This is an optimization exercise on Yosys and OpenROAD, whose aim is small area, a short achievable clock period and few clock cycles per item, not a production implementation. No run shown here included a check of the RTL's function; only the layout flow was run. Power figures rest on the tool's default switching activity, not on a simulated workload.

**flow/config.mk**
```make
export PLATFORM = sky130hd
export DESIGN_NAME = peer_retry_backoff_scheduler_top
export DESIGN_NICKNAME = peer_retry_backoff_scheduler_top
export VERILOG_FILES = /design/flow/design.v
export SDC_FILE = /design/flow/constraint.sdc
export NUM_CORES = 4
export LEC_CHECK = 0
export CAP_MARGIN = 20
export CORE_MARGIN = 2
export CORE_UTILIZATION = 40
export SLEW_MARGIN = 20
```
**flow/constraint.sdc**
```tcl
create_clock -name core_clock -period 10.0 [get_ports {clk}]
set_input_delay 2.0000 -clock core_clock [delete_from_list [all_inputs] [get_ports {clk}]]
set_output_delay 2.0000 -clock core_clock [all_outputs]
set_load 0.01 [all_outputs]
```
**flow/design.v**
```verilog
package prbs_pkg;
  localparam int OPC_W      = 2;
  localparam int MAC_W      = 48;
  localparam int LEN_W      = 10;
  localparam int TIME_W     = 32;
  localparam int RET_W      = 4;
  localparam int BASE_W     = 10;
  localparam int CAP_W      = 16;
  localparam int KIND_W     = 2;
  localparam int ERR_W      = 2;
  localparam int PIDX_W     = 3;
  localparam int SLEN_W     = 8;
  localparam int SHIFT_W    = BASE_W + (1 << RET_W) - 1;
  localparam int IN_DATA_W  = 96;
  localparam int OUT_DATA_W = 64;
  localparam int CFG_IDX_W  = 2;
  localparam int CFG_DATA_W = 16;
  localparam int MAX_RESULTS = 8;
  localparam int EMIT_CNT_W  = $clog2(MAX_RESULTS + 1);
  localparam logic [OPC_W-1:0] OP_SEND     = 2'd0;
  localparam logic [OPC_W-1:0] OP_COMPLETE = 2'd1;
  localparam logic [OPC_W-1:0] OP_TICK     = 2'd2;
  localparam logic [KIND_W-1:0] KIND_TRANSMIT   = 2'd0;
  localparam logic [KIND_W-1:0] KIND_RETRANSMIT = 2'd1;
  localparam logic [KIND_W-1:0] KIND_REJECT     = 2'd2;
  localparam logic [ERR_W-1:0] ERR_NONE = 2'd0;
  localparam logic [ERR_W-1:0] ERR_ZERO = 2'd1;
  localparam logic [ERR_W-1:0] ERR_LONG = 2'd2;
  localparam logic [ERR_W-1:0] ERR_FULL = 2'd3;
  localparam logic [CFG_IDX_W-1:0] CFG_RETRY_LIMIT  = 2'd0;
  localparam logic [CFG_IDX_W-1:0] CFG_BACKOFF_BASE = 2'd1;
  localparam logic [CFG_IDX_W-1:0] CFG_BACKOFF_CAP  = 2'd2;
  localparam logic [RET_W-1:0]  RETRY_LIMIT_RST  = 4'd5;
  localparam logic [BASE_W-1:0] BACKOFF_BASE_RST = 10'd30;
  localparam logic [CAP_W-1:0]  BACKOFF_CAP_RST  = 16'd500;
  typedef struct packed {
    logic [KIND_W-1:0] kind;
    logic [ERR_W-1:0]  error_code;
    logic [PIDX_W-1:0] peer_index;
    logic [MAC_W-1:0]  dest_mac;
    logic [SLEN_W-1:0] send_length;
    logic              last;
  } result_t;
  typedef struct packed {
    logic load;
    logic scan_step;
    logic send_commit;
    logic comp_commit;
    logic tick_step;
    logic flush;
  } dp_cmd_t;
  typedef struct packed {
    logic [OPC_W-1:0] op;
    logic             scan_last;
    logic             tick_emit;
    logic             pend_valid;
    logic             out_free;
    logic             emit_full;
  } dp_status_t;
endpackage
module prbs_ge #(parameter int W = 16) (
  input  logic [W-1:0] a,
  input  logic [W-1:0] b,
  output logic         ge
);
  localparam int L = $clog2(W);
  localparam int P = 1 << L;
  logic [L:0][P-1:0] g;
  logic [L:0][P-1:0] p;
  always_comb begin
    g = '0;
    p = '0;
    for (int i = 0; i < P; i++) begin
      if (i < W) begin
        g[0][i] = a[i] & ~b[i];
        p[0][i] = a[i] | ~b[i];
      end else begin
        g[0][i] = 1'b0;
        p[0][i] = 1'b1;
      end
    end
    for (int l = 1; l <= L; l++) begin
      for (int i = 0; i < (P >> l); i++) begin
        g[l][i] = g[l-1][2*i+1] | (p[l-1][2*i+1] & g[l-1][2*i]);
        p[l][i] = p[l-1][2*i+1] & p[l-1][2*i];
      end
    end
    ge = g[L][0] | p[L][0];
  end
endmodule
module prbs_add #(parameter int W = 16) (
  input  logic [W-1:0] a,
  input  logic [W-1:0] b,
  output logic [W-1:0] s,
  output logic         co
);
  localparam int L = $clog2(W);
  logic [L:0][W-1:0] g;
  logic [L:0][W-1:0] p;
  always_comb begin
    g[0] = a & b;
    p[0] = a | b;
    for (int l = 1; l <= L; l++) begin
      for (int i = 0; i < W; i++) begin
        if (i >= (1 << (l-1))) begin
          g[l][i] = g[l-1][i] | (p[l-1][i] & g[l-1][i - (1 << (l-1))]);
          p[l][i] = p[l-1][i] & p[l-1][i - (1 << (l-1))];
        end else begin
          g[l][i] = g[l-1][i];
          p[l][i] = p[l-1][i];
        end
      end
    end
    s  = a ^ b ^ {g[L][W-2:0], 1'b0};
    co = g[L][W-1];
  end
endmodule
module prbs_inc #(parameter int W = 16) (
  input  logic [W-1:0] a,
  output logic [W-1:0] s
);
  logic [W-1:0] c;
  always_comb begin
    c[0] = 1'b1;
    for (int i = 1; i < W; i++) c[i] = c[i-1] & a[i-1];
    s = a ^ c;
  end
endmodule
module peer_retry_backoff_scheduler_top (
  input  logic         clk,
  input  logic         rst,
  input  logic         s_tvalid,
  output logic         s_tready,
  input  logic [95:0]  s_tdata,
  input  logic [1:0]   s_tuser,
  output logic         m_tvalid,
  input  logic         m_tready,
  output logic [63:0]  m_tdata,
  output logic [1:0]   m_tuser,
  output logic         m_tlast,
  input  logic         cfg_valid,
  output logic         cfg_ready,
  input  logic [1:0]   cfg_index,
  input  logic [15:0]  cfg_data
);
  localparam int N = 8;
  logic [3:0]  retry_limit;
  logic [9:0]  backoff_base;
  logic [15:0] backoff_cap;
  logic [N-1:0] used, armed;
  logic [47:0]  mac [N];
  logic [7:0]   len [N];
  logic [3:0]   rem [N];
  logic [31:0]  due [N];
  logic        iv;
  logic [1:0]  iop;
  logic [47:0] imac;
  logic [7:0]  ilen;
  logic        izero, ilong, iok;
  logic [31:0] inow;
  logic [N-1:0] drain;
  logic         pv;
  logic [N-1:0] psel;
  logic [15:0]  pbv;     
  logic         pbig;    
  logic [31:0]  pnow;
  logic         ov, sv;
  logic [1:0]   okind, oerr, skind, serr;
  logic [2:0]   oidx, sidx;
  logic [47:0]  omac, smac;
  logic [7:0]   olen, slen;
  logic         olast, slast;
  logic [N-1:0] osel, ksel;
  logic [47:0] tmac;
  always_comb begin
    tmac = '0;
    for (int i = 0; i < N; i++) if (osel[i]) tmac = tmac | mac[i];
  end
  wire oretx = |osel;
  assign cfg_ready = 1'b1;
  assign m_tvalid  = ov;
  assign m_tdata   = {3'b000, olen, oretx ? tmac : omac, oidx, oerr};
  assign m_tuser   = okind;
  assign m_tlast   = olast;
  wire drain_busy = |drain;
  wire is_send = iv && iop == 2'd0;
  wire is_comp = iv && iop == 2'd1;
  wire is_tick = iv && iop == 2'd2;
  wire run = iv && !drain_busy && !(is_tick && pv) && !((is_send || is_tick) && sv);
  assign s_tready = !iv || run;
  wire take = s_tready && s_tvalid;
  logic        cap_ge_bv;
  prbs_ge #(16) u_ovf (.a(backoff_cap), .b(pbv), .ge(cap_ge_bv));
  wire use_cap = pbig || !cap_ge_bv;
  logic [15:0] nd_b, nd_c, pnow_inc;
  logic        nd_bc, nd_cc;
  prbs_add #(16) u_nd_b   (.a(pnow[15:0]), .b(pbv),         .s(nd_b), .co(nd_bc));
  prbs_add #(16) u_nd_c   (.a(pnow[15:0]), .b(backoff_cap), .s(nd_c), .co(nd_cc));
  prbs_inc #(16) u_nd_inc (.a(pnow[31:16]), .s(pnow_inc));
  wire        nd_carry = use_cap ? nd_cc : nd_bc;
  wire [31:0] new_due  = {nd_carry ? pnow_inc : pnow[31:16], use_cap ? nd_c : nd_b};
  logic [N-1:0] hit, freev, due_ok, remz, ge_due;
  for (genvar i = 0; i < N; i++) begin : g_slot
    prbs_ge #(31) u_due (.a(inow[30:0]), .b(due[i][30:0]), .ge(ge_due[i]));
  end
  always_comb begin
    for (int i = 0; i < N; i++) begin
      hit[i]    = used[i] && (mac[i] == imac);
      freev[i]  = !used[i];
      due_ok[i] = inow[31] ^ due[i][31] ^ ge_due[i];
      remz[i]   = (rem[i] == 4'd0);
    end
  end
  function automatic logic [N-1:0] lowest(input logic [N-1:0] v);
    logic seen;
    seen = 1'b0;
    for (int i = 0; i < N; i++) begin
      lowest[i] = v[i] && !seen;
      seen = seen || v[i];
    end
  endfunction
  function automatic logic [2:0] enc(input logic [N-1:0] v);
    enc = 3'd0;
    for (int i = 0; i < N; i++) if (v[i]) enc = enc | 3'(i);
  endfunction
  wire [N-1:0] free1 = lowest(freev);
  wire any_hit  = |hit;
  wire any_free = |freev;
  wire [N-1:0] wsel = any_hit ? hit : free1;
  wire send_ok  = !izero && !ilong && (any_hit || any_free);
  wire [1:0] send_err = izero ? 2'd1 : ilong ? 2'd2 : (!any_hit && !any_free) ? 2'd3 : 2'd0;
  wire [N-1:0] t_emit   = armed & due_ok & ~remz;
  wire [N-1:0] t_disarm = armed & due_ok & remz;
  wire tick_first = run && is_tick;
  wire [N-1:0] eset  = drain_busy ? drain : t_emit;     
  wire [N-1:0] e1    = lowest(eset);                    
  wire [N-1:0] erest = eset & ~e1;
  wire drain_step = drain_busy && !sv;
  wire emit_now = drain_step || (tick_first && |t_emit);
  wire send_run  = run && is_send;
  wire send_wr   = send_run && send_ok;
  wire comp_run  = run && is_comp && any_hit;
  wire comp_fail = comp_run && !iok;
  wire comp_ctx = is_comp && !drain_busy;
  logic [3:0] sh_i [N];
  logic       cp_i [N];
  always_comb begin
    for (int i = 0; i < N; i++) begin
      if (comp_ctx) begin
        sh_i[i] = remz[i] ? 4'd0 : retry_limit - rem[i];
        cp_i[i] = !remz[i] && (rem[i] > retry_limit);
      end else begin
        sh_i[i] = retry_limit - (rem[i] - 4'd1);
        cp_i[i] = (rem[i] - 4'd1) > retry_limit;
      end
    end
  end
  wire [N-1:0] usel = (drain_busy || tick_first) ? e1 : hit;
  logic [3:0] ssel;
  logic       csel;
  logic [7:0] lsel;
  always_comb begin
    ssel = '0; csel = 1'b0; lsel = '0;
    for (int i = 0; i < N; i++) begin
      if (usel[i]) begin
        ssel = ssel | sh_i[i];
        csel = csel | cp_i[i];
      end
      if (e1[i]) lsel = lsel | len[i];
    end
  end
  wire [24:0] bv = 25'(backoff_base) << ssel;
  always_ff @(posedge clk) begin
    if (rst) begin
      retry_limit  <= 4'd5;
      backoff_base <= 10'd30;
      backoff_cap  <= 16'd500;
    end else if (cfg_valid) begin
      case (cfg_index)
        2'd0: retry_limit  <= cfg_data[3:0];
        2'd1: backoff_base <= cfg_data[9:0];
        2'd2: backoff_cap  <= cfg_data[15:0];
        default: ;
      endcase
    end
  end
  always_ff @(posedge clk) begin
    if (rst) iv <= 1'b0;
    else if (s_tready) iv <= s_tvalid;
    if (take) begin
      iop   <= s_tuser;
      imac  <= s_tdata[47:0];
      ilen  <= s_tdata[55:48];
      izero <= (s_tdata[57:48] == 10'd0);
      ilong <= (s_tdata[57:48] > 10'd250);
      iok   <= s_tdata[58];
      inow  <= s_tdata[90:59];
    end
  end
  always_ff @(posedge clk) begin
    for (int i = 0; i < N; i++) begin
      if (rst) begin
        used[i]  <= 1'b0;
        armed[i] <= 1'b0;
      end else begin
        if (send_wr && wsel[i]) begin
          used[i]  <= 1'b1;
          armed[i] <= 1'b0;
        end
        if (comp_run && hit[i]) armed[i] <= !iok;
        if (tick_first && t_disarm[i]) armed[i] <= 1'b0;
      end
      if (send_wr && wsel[i]) begin
        if (!any_hit) mac[i] <= imac;
        len[i] <= ilen;
      end
      if ((send_wr && wsel[i]) || (comp_run && hit[i] && iok)) rem[i] <= 4'd0;
      else if (comp_fail && hit[i]) rem[i] <= remz[i] ? retry_limit : rem[i];
      else if (emit_now && e1[i]) rem[i] <= rem[i] - 4'd1;
      if (pv && psel[i]) due[i] <= new_due;
    end
  end
  always_ff @(posedge clk) begin
    if (rst) begin
      drain <= '0;
      pv    <= 1'b0;
    end else begin
      if (tick_first) drain <= erest;
      else if (drain_step) drain <= erest;
      pv <= comp_fail || emit_now;
    end
    if (comp_fail || emit_now) psel <= usel;
    pbv  <= bv[15:0];
    pbig <= csel || (|bv[24:16]);
    if (run) pnow <= inow;
  end
  wire          pw = emit_now || send_run;
  logic [1:0]   pkind, perr;
  logic [2:0]   pidx;
  logic [7:0]   plen;
  logic         plast;
  logic [N-1:0] psl;
  always_comb begin
    if (emit_now) begin
      pkind = 2'd1;
      perr  = 2'd0;
      pidx  = enc(e1);
      plen  = lsel;
      plast = (erest == '0);
      psl   = e1;
    end else begin
      pkind = send_ok ? 2'd0 : 2'd2;
      perr  = send_err;
      pidx  = send_ok ? enc(wsel) : 3'd0;
      plen  = send_ok ? ilen : 8'd0;
      plast = 1'b1;
      psl   = '0;
    end
  end
  wire omove = !ov || m_tready;    
  always_ff @(posedge clk) begin
    if (rst) begin
      ov <= 1'b0;
      sv <= 1'b0;
    end else if (omove) begin
      ov <= sv || pw;
      sv <= sv && pw;
    end else if (pw) begin
      sv <= 1'b1;
    end
    if (omove && sv) begin
      okind <= skind; oerr <= serr; oidx <= sidx; omac <= smac;
      olen  <= slen;  olast <= slast; osel <= ksel;
    end else if (omove && pw) begin
      okind <= pkind; oerr <= perr; oidx <= pidx; omac <= imac;
      olen  <= plen;  olast <= plast; osel <= psl;
    end
    if (pw && (sv || !omove)) begin
      skind <= pkind; serr <= perr; sidx <= pidx; smac <= imac;
      slen  <= plen;  slast <= plast; ksel <= psl;
    end
  end
endmodule
```
**flow/run.sh**
```bash
#!/bin/bash
# synth_recipe.tcl (not shown) runs the flow's synth.tcl, then flattens the netlist and writes it again
# the make line also repeats each setting of config.mk as NAME=value (left out here)
make -C /OpenROAD-flow-scripts/flow DESIGN_CONFIG=/design/flow/config.mk WORK_HOME=/design/flow/orfs CLKGATE_MAP_FILE= SYNTH_SCRIPT=/design/flow/synth_recipe.tcl finish
```
==> run notes, run 1 <==
drt wl/cell=27.3 µm; Area contributors post-synth=edfxtp_1, dfxtp_1, xor2_1; final worst path period need=between 7 and 8 ns; DIE WIDTH=369 µm; post-DR vias/cell=5.90; CTS clk-pin slew, worst paths=0.06 ns; Post-synth ARST share=0%; initial antenna violation count=4; status=no timing/DRC/antenna violations; Critical Path End Type=flip-flop; Num Clock Sinks=about 1100; number of synthesized flops with an enable pin=981; hold wc startpoint=inow[17]; Pre-antenna DRT Iters=7; Critical R2R Capture=mac[1][25]; Die Ht=approximately 370 µm; fin crit share=between 70 and 80%; P per Cell Area=169 nW/µm²; CTS H-tree depth=3; Layout Area Growth over Synthesis=14.3%; number of port buffers=about 180; FF-to-FF Start=imac[13]; post-layout util=a little under half; final net count=4839; largest net degree at the start of global routing=60; Final Hold Viols=0; initial core utilization=40.2%; RSZ-0062 raised after global routing=false; Crit path required time=about 10 ns; Vias=approximately 38000; nature of the critical path startpoint=flip-flop; # resized after CTS=0; Slew Limit Fails=0; Max Cap Viol=0; post-synthesis sequential area ratio=59.1%; Yosys cell types=100; cell taking the most area after synthesis=edfxtp_1; area share of the leading cell type in the synthesized netlist=approximately 55%; vias in the first global route=between 30000 and 40000; die area=136000 µm²; gp weighted congestion=roughly 0.96; DRC viols=0; number of core rows=134; peak supply drop=0.147 mV; FILL cells=12000; Slew @ Worst Pin=1.12 ns; syn avg cell area=12.2 µm²; Setup CP Type=flip-flop to flip-flop; Layout Skew=0.0992 ns; # setup viols final=0; share of cells above drive strength 1=7.50%; Max Freq=around 0.14 GHz; Worst Hold End=pnow[17]; Final ANT Viol Nets=0; IO Pins=191; Yosys reg bits=1087; worst setup path startpoint=imac[13]; worst r2r path cells=14; dpl hpwl=approximately 120000 µm; Mapped Area=53400 µm²; Critical Path AT=7.81 ns; largest buffer count on any clock path=3; Worst Hold Class=flip-flop to flip-flop; Final Hold Slack=about 0.45 ns; cell area after layout=61100 µm²; Worst slew margin=23.7%; Crit Path Max Fanout=26; Post-CTS Setup Bufs=0; Yosys warnings=17; WHS Path Cells=0; dominant synthesized flop cell=edfxtp_1; first-pass GRT wire length=between 200000 and 300000 µm; TNS Setup=0 ns; placed cell areas=57300 µm²; leakage power=between 0.02 and 0.025 µW; Gate Count Post-Synth=between 4000 and 5000; hold-fix buffers at CTS=0; drt total wl=175000 µm; GRT Util Overall=25.1%; R2R Setup Slk=2.63 ns; TritonCTS clock tree=done; grt ovf=0; core region area=~130000 µm²; worst skew pair latency=0.81 ns; Num CTS Buffers=about 120; clock root cell=clkbuf_16; First DRT Iteration DRCs=4534
## worst max-delay path: stages, from the launching register on
cell and delay, ns:
edfxtp_1 0.68, xnor2_1 0.69, nand4_1 0.17, nor4_1 0.25, nand4_1 0.27, nor4_1 0.90
nand4b_1 0.22, or4_1 0.50, nor4_1 0.16, and4_1 0.28, a31oi_1 0.21, nor2b_1 0.31
and3_1 0.81, nor2b_4 1.02, buf_4 0.53
## state kept, by name, indices dropped and copies added, names as in the netlist, 32 cells and up
| register | count |
|---|---|
| mac | 384 |
| due | 256 |
| len | 64 |
| imac | 48 |
| omac | 48 |
| smac | 48 |
| inow | 32 |
| pnow | 32 |
| rem | 32 |
## placed cells by master, fill, tap and decap left out, types with 51 or more instances in the layout
cell type and count:
a221oi_1 118, o21ai_0 135, nand2b_1 76, a31oi_1 68, nand3_1 74, clkdlybuf4s50_1 180, buf_4 74, inv_1 242
a21oi_1 192, edfxtp_1 981, nand2_1 267, xnor2_1 205, dfxtp_1 105, maj3_1 59, a22o_1 108, nor2_1 276
nor4_1 73, xor2_1 228, ha_1 148, clkbuf_16 118, nor3_1 51, nor2b_1 69
## power by group
| part | switching [µW] | internal (µW) | total, µW |
|---|---|---|---|
| clock | 1890 | 2400 | 4300 |
| combinational | 536 | 326 | 863 |
| sequential | 108 | 5030 | 5140 |
| total | 2540 | 7760 | 10300 |
## cell type report
class	count	area (µm²)	share of cell area, %
sequential	1087	31600	51.7
multi-input combinational	2829	20100	33.0
inverter	261	982	1.61
timing repair buffer	255	2360	3.87
tap	1768	2210	3.62
clock buffer	141	3040	4.98
antenna	1	2.50	0.00410
clock inverter	79	737	1.21
## stage by stage
stage	cells	total power (µW)	worst slack (ns)
3_5_place_dp	6200	6080	2.79
2_1_floorplan	4384	5730	2.32
6_report	6421	10300	2.63
3_3_place_gp	6200	6070	2.92
5_1_grt	6420	10600	2.29
4_1_cts	6420	10300	2.76
## Yosys cell counts, types with 78 or more instances
| cell type | number |
|---|---|
| a21oi_1 | 193 |
| a221oi_1 | 118 |
| a22o_1 | 108 |
| clkbuf_1 | 163 |
| dfxtp_1 | 106 |
| edfxtp_1 | 981 |
| ha_1 | 148 |
| inv_1 | 243 |
| nand2_1 | 269 |
| nor2_1 | 281 |
| nor4_1 | 78 |
| o21ai_0 | 136 |
| xnor2_1 | 205 |
| xor2_1 | 228 |
## cell families after synthesis
group / Yosys count / share of synthesized area, %
muxes: 79 / 1.58
adders and majority gates: 230 / 5.35
DFF: 1087 / 59.1
other: 2 / 0.0141
and+or+nand+nor: 1070 / 9.88
buffers and inverters: 468 / 3.42
xor gates and xnor gates: 433 / 7.10
AOI/OAI and AO/OA: 1013 / 13.5
## metal layers
| layer | track usage, % | vias up | wire [µm] |
|---|---|---|---|
| li1 | - | 16800 | - |
| met1 | 35.3 | 18900 | 74600 |
| met2 | 37.6 | 1835 | 76600 |
| met3 | 5.83 | 288 | 17300 |
| met4 | 9.32 | 0 | 6720 |
| met5 | 0 | - | 0 |
## worst max path at each step
| stage | endpoint | slack, ns | cells after the start |
|---|---|---|---|
| floorplan | mac[4][0] | 2.32 | 17 |
| global placement | mac[1][44] | 2.92 | 14 |
| detailed placement | mac[1][24] | 2.79 | 14 |
| CTS | mac[1][25] | 2.76 | 14 |
| global route | mac[1][25] | 2.29 | 14 |
| finish | mac[1][25] | 2.63 | 14 |
==> run 2, diff against run 1 <==
--- a/flow/config.mk
+++ b/flow/config.mk
@@ -8,4 +8,5 @@
 export CAP_MARGIN = 20
 export CORE_MARGIN = 2
 export CORE_UTILIZATION = 40
+export SETUP_SLACK_MARGIN = 5
 export SLEW_MARGIN = 20
==> run 2 against run 1 <==
Against the previous run: still clean on timing, DRC and antenna; combinational power grew 25%; non-clock buffer count grew 367; area after synthesis is the same; synthesized cell count is the same; design area grew 8.9%; worst hold slack gained 0.0024 ns; setup slack gained 2.0 ns; largest cell class unchanged.
==> run notes, run 2 <==
worst skew pair latency=0.82 ns (about the same); drt wl/cell=27.7 µm (+1.4%); initial antenna violation count=9 (+5); biggest regs=mac: 384 flops, due: 256 flops, len: 64 flops; Critical Path AT=5.92 ns (-1.89 ns); die area=136000 µm² (unchanged); TNS Setup=0 ns (unchanged); Crit path required time=10.59 ns (+0.16 ns); Crit Path Max Fanout=6 (-77%); Yosys reg bits=1087 (unchanged); FILL cells=11500 (-4.7%); crit-path max cell delay=0.69 ns (-0.33 ns); Slew Limit Fails=0 (unchanged); Crit path buffers/inverters=3 (+2); IO Pins=191 (unchanged); # setup viols final=0 (unchanged); Seq. cell area=31600 µm² (about the same); Yosys warnings=17 (unchanged); Final Power=10600 µW (+2.8%); drt total wl=188000 µm (+7.4%); Post-synth ARST share=0% (unchanged); P per Cell Area=159 nW/µm² (-5.6%); top post-synthesis cells by count=edfxtp_1, nor2_1, nand2_1; Worst Hold Class=flip-flop to flip-flop; Num Clock Sinks=1087 (unchanged); number of core rows=134 (unchanged); crit path max-delay cell type=or4_4; Gate Count Post-Synth=4382 (unchanged); Mapped Area=53400 µm² (unchanged); largest net degree at the start of global routing=59 (-1.7%); number of port buffers=181 (unchanged); hold-fix buffers at CTS=0 (unchanged); cell family with most CP delay=simple AND/OR/NAND/NOR gates; Max Freq=0.188 GHz (+38%); dominant synthesized flop cell=edfxtp_1; Final ANT Viol Nets=0 (unchanged); number of synthesized flops with an enable pin=981 (unchanged); commonest non-fill, non-tap cell in the layout=edfxtp_1; clock root cell=clkbuf_16; CTS H-tree depth=3 (unchanged); initial core utilization=40.2% (unchanged); first-pass GRT wire length=265000 µm (+6.2%); Setup CP Type=flip-flop to flip-flop; dpl hpwl=121000 µm (-0.48%); largest register by flop count=mac; post-layout util=50.0% (+4.1 points); Layout Skew=0.127 ns (+0.0277 ns); Num CTS Buffers=118 (unchanged); Slew @ Worst Pin=1.05 ns (-0.0616 ns); core region area=133000 µm² (unchanged); DIE WIDTH=369 µm (unchanged); status=no timing/DRC/antenna violations; vias in the first global route=38200 (+5.9%); gp weighted congestion=0.984 (+2.5%); DRC viols=0 (unchanged); peak supply drop=0.164 mV (+11%); cell taking the most area after synthesis=edfxtp_1; commonest cells after routing, fill and taps aside=edfxtp_1, buf_4, nand2_1, nor2_1, inv_1; post-synthesis sequential area ratio=59.1% (unchanged); Vias=40400 (+6.8%); post-DR vias/cell=5.95 (+0.81%); GRT Util Overall=26.7% (+1.6 points); grt ovf=0 (unchanged); Critical Path End Type=flip-flop; Die Ht=369 µm (unchanged); largest buffer count on any clock path=3 (unchanged); fin crit share=53.3% (-20 points); crit path cell chain=buf_4, xnor2_1, nand4_1, or4_4, nor2_1, a22o_1, a31oi_4, buf_4, a211oi_1, or4_4, buf_6, nor2b_1, a222oi_1, o31ai_1, o31a_1; leakage power=0.0238 µW (+12%); CTS clk-pin slew, worst paths=0.06 ns (about the same); nature of the critical path startpoint=flip-flop; Worst slew margin=29.0% (+5.3 points); final worst path period need=5.33 ns (-2.05 ns); area share of the leading cell type in the synthesized netlist=55.2% (unchanged); syn avg cell area=12.2 µm² (unchanged); final net count=5217 (+7.8%); Final Hold Viols=0 (unchanged); RSZ-0062 raised after global routing=true; Pre-antenna DRT Iters=6 (-1); top-count cell post-synth=edfxtp_1; number of flip-flops in the largest register=384 (unchanged); Max Cap Viol=0 (unchanged); Layout Area Growth over Synthesis=24.5%; Yosys cell types=100 (unchanged); Multi-input gate area=21900 µm² (+8.8%); share of cells above drive strength 1=18.7% (+11 points); TritonCTS clock tree=done; Area contributors post-synth=edfxtp_1, dfxtp_1, xor2_1; First DRT Iteration DRCs=5561 (+23%)
[run 2: cell counts after synthesis]
No cell type changed its count.
[run 2: worst min-delay path: stages (launching register included)]
cell and delay [ns]:
edfxtp_1 0.32, nand2_1 0.04, nand2_1 0.04
[run 2: timing repair]
item	CTS	global route
pin swaps	72	45
buffers inserted	298	56
cloned	18	4
gates resized for setup	376	85
endpoints found under the hold margin	0	0
setup endpoints to repair	905	712
[run 2: final timing paths]
kind         slack (ns)    start  endpoint  depth (start not counted)
min                0.45  smac[9]   omac[9]                          2
max reg2reg        4.67  imac[3]      pbig                         15
max                4.67  imac[3]      pbig                         15
min reg2reg        0.45  smac[9]   omac[9]                          2
[run 2: area by class of cell]
type	count	share of cell area (%)
flip-flops and latches	1087	47.5
repair inverters	1	0.00753
diodes	2	0.00753
clock inverters	76	1.28
clock buffers	147	4.60
inverters	261	1.57
well taps	1768	3.33
repair buffers	622	8.74
multi-input cells	2839	33.0
[run 2: logic make-up after synthesis]
| logic type | share of synthesized area, % |
|---|---|
| XOR/XNOR | 7.10 |
| adder cells (fa/ha/maj) | 5.35 |
| flip-flops | 59.1 |
| AND/OR/NAND/NOR | 9.88 |
| other | 0.0141 |
| buffers and inverters | 3.42 |
| multiplexers | 1.58 |
| AO/OA/AOI/OAI | 13.5 |
[run 2: per-stage QoR]
stage,hold slack [ns],instances,setup WS (ns),instance area [µm²]
3_3_place_gp,0.439,6202,2.71,57400
3_5_place_dp,0.443,6202,2.69,57400
5_1_grt,0.490,6801,4.63,66500
2_1_floorplan,0.421,4384,4.99,53600
6_report,0.454,6803,4.67,66500
4_1_cts,0.455,6741,4.86,65600
[run 2: metal layers]
| layer | wire length [µm] | vias to the layer above | track usage [%] |
|---|---|---|---|
| li1 | - | 17700 | - |
| met1 | 79000 | 20200 | 38.1 |
| met2 | 81100 | 2202 | 39.3 |
| met3 | 20200 | 352 | 6.27 |
| met4 | 7750 | 2 | 9.80 |
| met5 | 11 | - | 0 |
[run 2: power breakdown]
group          total, µW  leakage [µW]  switching, µW  internal [µW]
registers           5090       0.00979           61.6           5030
logic               1080        0.0121            647            433
clock network       4420       0.00188           1920           2500

-- afterwards: timing with drivers on the ports --
Ports are ideal in the flow. The routed layouts listed here were re-timed in OpenROAD.
Step 1 assumes that a clkbuf_16 drives the clock port and a buf_2 every other input.
Step 2 adds t to the input delays and takes it off the output delays; t is the mean of the earliest and latest rising clock arrival at the registers after step 1. Input paths then give back, and output paths get back, about the clock's delay inside the block.
a / b / c = no drivers / after step 1 / after step 2; a / b = the first two.
run	t, ns	slack for setup (ns)	cell pins on the clock port's net
run 1	0.834	2.625 / 2.625 / 2.625	1
run 2	0.834	4.673 / 4.673 / 4.673	1
After both steps setup and hold are still met in every run listed.
